What follows belongs to an exercise in optimizing a design on an open flow for small area, a short achievable clock period and few clock cycles; a production flow would make more cautious choices.
Only simulation tests tie the RTL to the original design; equivalence was not proved.
Power and IR drop assume default switching activity.

## busDatapath
module busDatapath (
    input  logic                                  Clock,
    input  logic                                  rstN,
    input  logic                                  stepReq,
    output logic                                  stepAck,
    input  logic                                  PCout,
    input  logic                                  PCin,
    input  logic                                  IncPC,
    input  logic                                  MARin,
    input  logic                                  MDRin,
    input  logic                                  MDRout,
    input  logic                                  Read,
    input  logic                                  IRin,
    input  logic                                  Yin,
    input  logic                                  Zin,
    input  logic                                  Zhighout,
    input  logic                                  Zlowout,
    input  logic                                  HIin,
    input  logic                                  HIout,
    input  logic                                  LOin,
    input  logic                                  LOout,
    input  logic                                  Gra,
    input  logic                                  Grb,
    input  logic                                  Grc,
    input  logic                                  Rin,
    input  logic                                  Rout,
    input  logic                                  BAout,
    input  logic                                  Cout,
    input  logic [datapathPkg::opWidth-1:0]       aluOp,
    input  logic [datapathPkg::dataWidth-1:0]     memDataIn,
    output logic [datapathPkg::dataWidth-1:0]     memDataOut,
    output logic [datapathPkg::dataWidth-1:0]     memAddr
);
export LEC_CHECK = 0
export CAP_MARGIN = 20
export CORE_MARGIN = 2
export CORE_UTILIZATION = 40
export PLACE_DENSITY = 0.7
export SLEW_MARGIN = 20
create_clock -name core_clock -period 13.0 [get_ports {Clock}]
standard.sh (not shown) runs the stock make flow with config.mk's settings and CLKGATE_MAP_FILE= SYNTH_SCRIPT=/design/flow/synth_recipe.tcl, a recipe that flattens the netlist after the stock synthesis.
==> flow/flow/run.sh <==
#!/bin/bash
# The standard layout (standard.sh), with the extra make settings listed in
# flow/knobs.txt: the timing repair aims for extra setup slack, so that the
# tools keep shortening paths below the required period.
set -euo pipefail
cd "$(dirname "$0")/.."
args=()
while IFS= read -r line; do
    [[ -n "$line" && "$line" != \#* ]] && args+=("$line")
done < flow/knobs.txt
bash standard.sh "${args[@]}" finish > flow_make.log 2>&1
==> flow/flow/knobs.txt <==
SETUP_SLACK_MARGIN=8.8
CTS_ARGS=-sink_clustering_enable -repair_clock_nets -dont_use_dummy_load -sink_clustering_size 24 -sink_clustering_max_diameter 120
The starting point completed with no timing, DRC or antenna violations.
Testbench counts at the start, summed over its fixed seeds: cycles 251,526.
Rerun with:
==> flow/flow/knobs.txt (replaced) <==
SETUP_SLACK_MARGIN=8.8
CTS_ARGS=-sink_clustering_enable -repair_clock_nets -dont_use_dummy_load -sink_clustering_size 30 -sink_clustering_max_diameter 150
--- a/flow/config.mk
+++ b/flow/config.mk
@@ -11 +10,0 @@
-export PLACE_DENSITY = 0.7
Power came out lower slightly.
Clock power came out lower by a little under a tenth.
Global-route usage came out higher by 1.8 points.
Worst hold slack improved by 0.0054 ns.
Worst setup slack improved by 0.073 ns.
Synthesized area is unchanged.
Wire length came out higher by a little under a tenth.
Non-clock buffer count came out higher by 15.
Utilization came out lower by 0.18 points.


Starting RTL as in the previous note.
export LEC_CHECK = 0
export CAP_MARGIN = 20
export CORE_MARGIN = 2
export CORE_UTILIZATION = 40
export SLEW_MARGIN = 20
create_clock -name core_clock -period 13.0 [get_ports {Clock}]
==> flow/flow/knobs.txt <==
SETUP_SLACK_MARGIN=8.8
CTS_ARGS=-sink_clustering_enable -repair_clock_nets -dont_use_dummy_load -sink_clustering_size 24 -sink_clustering_max_diameter 120
TNS_END_PERCENT=30
Scripts as last shown in full above: flow/flow/run.sh
Testbench counts at the start, summed over its fixed seeds: cycles 251,526.
Next try:
==> flow/flow/knobs.txt (replaced) <==
SETUP_SLACK_MARGIN=8.6
CTS_ARGS=-sink_clustering_enable -repair_clock_nets -dont_use_dummy_load
What happened:
- maximum frequency shrinks by 3.6%
- routed wire length shrinks by 1.9%
- hold slack is worse by 0.0045 ns
- total power grows by 9.5%
- clock power grows by 50%
- worst setup slack is worse by 0.16 ns
- area after synthesis stays the same
- final area grows by 0.96%
- first-iteration DRC count shrinks by 12%
Next try:
==> flow/flow/knobs.txt (replaced) <==
SETUP_SLACK_MARGIN=8.8
CTS_ARGS=-sink_clustering_enable -repair_clock_nets -dont_use_dummy_load -sink_clustering_size 24 -sink_clustering_max_diameter 120
Result: Global-route usage grows by 0.48 points; wire length climbs by 2.2%; worst setup slack is better by 0.19 ns; sequential cell count stays the same; critical path depth climbs by 1; cell area shrinks by 2.0%; non-clock buffer count is higher by 4; power came out lower by 8.6%; utilization decreases by 0.96 points; count of clock-buffer cells in the layout drops by 45.
Next try:
==> flow/flow/knobs.txt (replaced) <==
SETUP_SLACK_MARGIN=9.0
CTS_ARGS=-sink_clustering_enable -repair_clock_nets -dont_use_dummy_load
The new run passed the timing, DRC and antenna checks.
Area after synthesis stays the same.
Final area rises by 6.3%.
Hold slack loses 0.014 ns.
Total power increases by 12%.
Clock power climbs by 54%.
First-iteration DRC count goes up by 27%.
Next try:
==> flow/flow/knobs.txt (replaced) <==
SETUP_SLACK_MARGIN=8.7
CTS_ARGS=-sink_clustering_enable -repair_clock_nets -dont_use_dummy_load -sink_clustering_size 24 -sink_clustering_max_diameter 120
What happened: The changed run passed the timing, DRC and antenna checks. Register-to-register slack gets worse by 0.29 ns. Non-clock buffer count fell by 108. Power fell by about 11%. Area after synthesis is unchanged. Die area does not change. Maximum frequency fell by about 1.8%.
Next try:
==> flow/flow/knobs.txt (replaced) <==
SETUP_SLACK_MARGIN=8.8
CTS_ARGS=-sink_clustering_enable -repair_clock_nets -dont_use_dummy_load -sink_clustering_size 27 -sink_clustering_max_diameter 140
=>
- die area stays the same
- area after synthesis does not change
- routed wire length climbs by 0.85%
- via count barely changes
- power is about the same
- cell count went up by 0.45%


the reference run:
Starting RTL as in the previous note.
Settings: LEC_CHECK=0, CAP_MARGIN=20, CORE_MARGIN=2, CORE_UTILIZATION=40, SLEW_MARGIN=20; clock period 13.0 ns.
==> flow/flow/run.sh <==
#!/bin/bash
# Standard layout, with the timing repair aiming for extra setup slack so that
# the tools keep shortening paths below the required period.
set -euo pipefail
cd "$(dirname "$0")/.."
MARGIN=$(cat flow/margin.txt)
bash standard.sh SETUP_SLACK_MARGIN="$MARGIN" finish > flow_make.log 2>&1
==> flow/flow/margin.txt <==
9.0
The reference run did not stop at any stage, and its layout met the timing, DRC and antenna checks.
Testbench counts of the reference run, summed over its fixed seeds: cycles 251,526.
Relative to the reference run, the following input files were edited for the trial run:
==> flow/flow/run.sh <==
#!/bin/bash
# The standard layout (standard.sh), with the extra make settings listed in
# flow/knobs.txt: the timing repair aims for extra setup slack, so that the
# tools keep shortening paths below the required period.
set -euo pipefail
cd "$(dirname "$0")/.."
args=()
while IFS= read -r line; do
    [[ -n "$line" && "$line" != \#* ]] && args+=("$line")
done < flow/knobs.txt
bash standard.sh "${args[@]}" finish > flow_make.log 2>&1
==> flow/flow/knobs.txt (new file) <==
SETUP_SLACK_MARGIN=9.0
CTS_ARGS=-sink_clustering_enable -repair_clock_nets -dont_use_dummy_load -sink_clustering_size 24 -sink_clustering_max_diameter 120
removed: flow/flow/margin.txt
### Flow results
Between the trial run and the reference run, the number of distinct library cells after synthesis does not differ in any meaningful way.
The slowest library cell on the worst path comes out sky130_fd_sc_hd__a211o_1 in one run and sky130_fd_sc_hd__a222oi_1 in the other, namely in the trial run and the reference run respectively.
Setup WNS the reference run -> the trial run: worse
Where design area is concerned, the reference run is outperformed by the trial run.
Global-route usage over all layers: the trial run lower than the reference run
Reported for the reference run and the trial run, height of the die turned out identical to the last digit.
Fraction of final layout cells with drive strength greater than 1 in the trial run is 1.7 points lower than in the reference run
Going from the reference run to the trial run, internal power of the cells shrank by 0.85 mW; total wirelength of the detailed-routed design shrank by about 1.1%.

[re-timing with driven ports]
Ports are ideal in the flow. The routed layouts listed here were re-timed in OpenROAD. Step 1, drivers: a clkbuf_16 drives Clock and a buf_2 each remaining input, both assumed. Step 2, shift: input delay + t, output delay - t, t = (earliest + latest rising clock arrival at the registers) / 2. This alone moves slack from input paths to output paths. Three values: ideal, step 1, step 2; two values: the first two.
| run | t (ns) | setup WS [ns] | latest minus earliest clock arrival (ns) | worst data-port slew with drivers (ns) |
|---|---|---|---|---|
| the first run of note 1 | 0.656 | 8.578 / 8.564 / 7.908 | 0.049 / 0.050 | 0.23 |
| the second run of note 1 | 0.661 | 8.651 / 8.685 / 8.024 | 0.062 / 0.062 | 0.19 |
| the first run of note 2 | 0.666 | 8.662 / 8.593 / 8.027 | 0.075 / 0.076 | 0.08 |
| the second run of note 2 | 0.679 | 8.500 / 8.526 / 7.851 | 0.107 / 0.108 | 0.06 |
| the third run of note 2 | 0.653 | 8.694 / 8.725 / 8.071 | 0.063 / 0.063 | 0.14 |
| the fourth run of note 2 | 0.689 | 8.719 / 8.744 / 8.055 | 0.063 / 0.064 | 0.15 |
| the fifth run of note 2 | 0.652 | 8.641 / 8.665 / 8.015 | 0.108 / 0.109 | 0.19 |
| the sixth run of note 2 | 0.657 | 8.575 / 8.605 / 7.949 | 0.034 / 0.035 | 0.07 |
| the reference run | 0.714 | 8.692 / 8.721 / 8.007 | 0.031 / 0.032 | 0.16 |
| the trial run | 0.665 | 8.651 / 8.678 / 8.013 | 0.077 / 0.077 | 0.15 |
After both steps setup and hold are still met in every run listed. For the reference run, which loses most, drivers alone change the setup slack by +0.029 ns; drivers and shift together by -0.685 ns.
